Context: an optimization exercise on an open-source flow, tuned for small area, a short achievable clock period and few clock cycles per item. The choices shown serve that exercise and are no tape-out recipe. In this exercise RTL edits were held to simulation tests only and were not proved equivalent to the original. Power figures rest on the tool's default switching activity, not on a simulated workload.

## tetrisGame
module tetrisGame (
	input logic count,
	input logic reset,
	input logic cmdValid,
	output logic cmdReady,
	input logic [1:0] cmdCode,
	input logic [3:0] pieceKind,
	input logic [4:0] readRow,
	output logic [9:0] rowBits,
	output logic [15:0] score,
	output logic gameOver
);
	logic [23:0] inWin;
	logic [49:0] mask;
	logic [49:0] win;
	logic [9:0] top0;
	logic [9:0] top1;
	logic lockPiece;
	logic [19:0] shiftRow;
	logic [3:0] shape;
	logic rotated;
	logic [4:0] rowHot;
	logic [9:0] testHot;
	gameController controller (
		.count(count),
		.reset(reset),
		.cmdValid(cmdValid),
		.cmdReady(cmdReady),
		.cmdCode(cmdCode),
		.pieceKind(pieceKind),
		.score(score),
		.gameOver(gameOver),
		.shape(shape),
		.rotated(rotated),
		.rowHot(rowHot),
		.testHot(testHot),
		.mask(mask),
		.inWin(inWin),
		.win(win),
		.top0(top0),
		.top1(top1),
		.lockPiece(lockPiece),
		.shiftRow(shiftRow)
	);
	shapeTable cells (
		.shape(shape),
		.rotated(rotated),
		.rowHot(rowHot),
		.colHot(testHot),
		.mask(mask)
	);
	playfield field (
		.count(count),
		.reset(reset),
		.inWin(inWin),
		.mask(mask),
		.lockPiece(lockPiece),
		.shiftRow(shiftRow),
		.win(win),
		.top0(top0),
		.top1(top1),
		.readRow(readRow),
		.rowBits(rowBits)
	);
endmodule
For scale: ~2000 cells after synthesis, roughly 250 flip-flops, about 16000 sq um of cells after synthesis.
Settings: LEC_CHECK=0, CAP_MARGIN=20, CORE_MARGIN=2, CORE_UTILIZATION=38, CTS_CLUSTER_DIAMETER=100, CTS_CLUSTER_SIZE=20, SETUP_SLACK_MARGIN=4, SLEW_MARGIN=20; clock period 10.0 ns.
standard.sh (not shown) runs the stock make flow with config.mk's settings and CLKGATE_MAP_FILE= SYNTH_SCRIPT=/design/flow/synth_recipe.tcl, a recipe that flattens the netlist after the stock synthesis.
==> flow/flow/run.sh <==
#!/bin/bash
# Layout flow: the standard flow (standard.sh), except that synthesis maps
# the logic with this flow's ABC script (flow/abc.script, run by
# flow/synth.tcl). The registers are the standard synthesis's: the standard
# synthesis is run first, in refsyn/, and flow/names.py gives every register
# of this flow's netlist the name the standard synthesis gives the register
# driving the same net (Yosys leaves a few unnamed, and numbers those). If
# that pairing fails, the standard synthesis is used as it is.
# Each tool's full output goes to a log file of its own in the work folder.
set -euo pipefail
work=$(pwd)
results="$work/orfs/results/$FLOW_PLATFORM/tetrisGame/base"
export FLOW_ABC_SCRIPT="$work/flow/abc.script"
FLOW_ROUTE_MARGIN=4.3

# the standard synthesis, as reference for the register names
sed -E "s#WORK_HOME=('[^']*'|[^ ]*)#WORK_HOME=$work/refsyn#" standard.sh > refsyn.sh
bash refsyn.sh synth > "$work/log_refsyn.txt" 2>&1
ref="$work/refsyn/results/$FLOW_PLATFORM/tetrisGame/base/1_2_yosys.v"

# this flow's synthesis, then the register names
if bash standard.sh "SYNTH_SCRIPT=$work/flow/synth.tcl" "$results/1_2_yosys.v" > "$work/log_synth.txt" 2>&1 \
    && python3 "$work/flow/names.py" "$ref" "$results/1_2_yosys.v" > "$work/log_names.txt" 2>&1; then
  echo "own synthesis used"
else
  echo "own synthesis failed or unpaired; using the standard synthesis"
  rm -rf "$work/orfs"
  bash standard.sh synth > "$work/log_synth_standard.txt" 2>&1
fi

# floorplan to clock tree synthesis, as the standard flow makes it
bash standard.sh cts > "$work/log_layout.txt" 2>&1
# routing to the final layout; the timing repair after global routing aims
# a little higher, for what detailed routing loses
bash standard.sh "SETUP_SLACK_MARGIN=$FLOW_ROUTE_MARGIN" > "$work/log_route.txt" 2>&1
test -s "$work/out/final.def"
==> flow/flow/synth.tcl <==
# synth_recipe.tcl with one change: Yosys's abc maps the logic with this
# flow's script (FLOW_ABC_SCRIPT) instead of the one ORFS names. Registers
# are mapped before abc, so they come out as in the standard synthesis.
proc synth {args} { yosys synth -nofsm -noshare {*}$args }
proc abc {args} {
  set i [lsearch -exact $args -script]
  if { $i >= 0 } {
    set args [lreplace $args [expr {$i + 1}] [expr {$i + 1}] $::env(FLOW_ABC_SCRIPT)]
  }
  yosys abc {*}$args
}
source $::env(SCRIPTS_DIR)/synth.tcl
# left out here: clear keep_hierarchy, flatten, clean up, hide names made inside functions, write 1_2_yosys.v
Other scripts of this flow, unchanged in this note and not shown: flow/flow/abc.script, flow/flow/names.py
Testbench counts at the start, summed over its fixed seeds: cycles 48,558, items 24,000.
Next try:
--- a/flow/flow/run.sh
+++ b/flow/flow/run.sh
@@ -14 +14,2 @@
-FLOW_ROUTE_MARGIN=4.3
+# a222oi comes in one weak size only, too slow on the long read-out wires
+export FLOW_DONT_USE="sky130_fd_sc_hd__a222oi_1"
@@ -31,5 +32,2 @@
-# floorplan to clock tree synthesis, as the standard flow makes it
-bash standard.sh cts > "$work/log_layout.txt" 2>&1
-# routing to the final layout; the timing repair after global routing aims
-# a little higher, for what detailed routing loses
-bash standard.sh "SETUP_SLACK_MARGIN=$FLOW_ROUTE_MARGIN" > "$work/log_route.txt" 2>&1
+# floorplan to the final layout, as the standard flow makes it
+bash standard.sh > "$work/log_layout.txt" 2>&1
--- a/flow/flow/synth.tcl
+++ b/flow/flow/synth.tcl
@@ -2,2 +2,3 @@
-# flow's script (FLOW_ABC_SCRIPT) instead of the one ORFS names. Registers
-# are mapped before abc, so they come out as in the standard synthesis.
+# flow's script (FLOW_ABC_SCRIPT) instead of the one ORFS names, and without
+# the cells listed in FLOW_DONT_USE. Registers are mapped before abc, so they
+# come out as in the standard synthesis.
@@ -9,0 +11 @@
+  foreach c $::env(FLOW_DONT_USE) { lappend args -dont_use $c }
- wire length shrinks by 4.7%
- combinational power shrinks by 12%
- register-to-register slack loses 0.34 ns
- die area grows by 0.76%

## separate check: timing with driven ports
In the flow no input, the clock included, has a driving cell. The finished layouts below were timed again as built, in two steps. Step 1 assumes that a clkbuf_16 drives the clock port and a buf_2 every other input. Step 2 adds t to the input delays and takes it off the output delays; t is the mean of the earliest and latest rising clock arrival at the registers after step 1. Input paths then give back, and output paths get back, about the clock's delay inside the block. Three values: ideal, step 1, step 2; two values: the first two.
run | t, ns | setup slack, ns | clock arrival spread, ns
the first run | 0.601 | 3.643 / 3.589 / 3.589 | 0.053 / 0.053
the second run | 0.601 | 3.712 / 3.673 / 3.673 | 0.028 / 0.028
After both steps setup and hold are still met in every run listed. For the first run, which loses most, drivers alone change the setup slack by -0.054 ns; drivers and shift together by -0.054 ns.
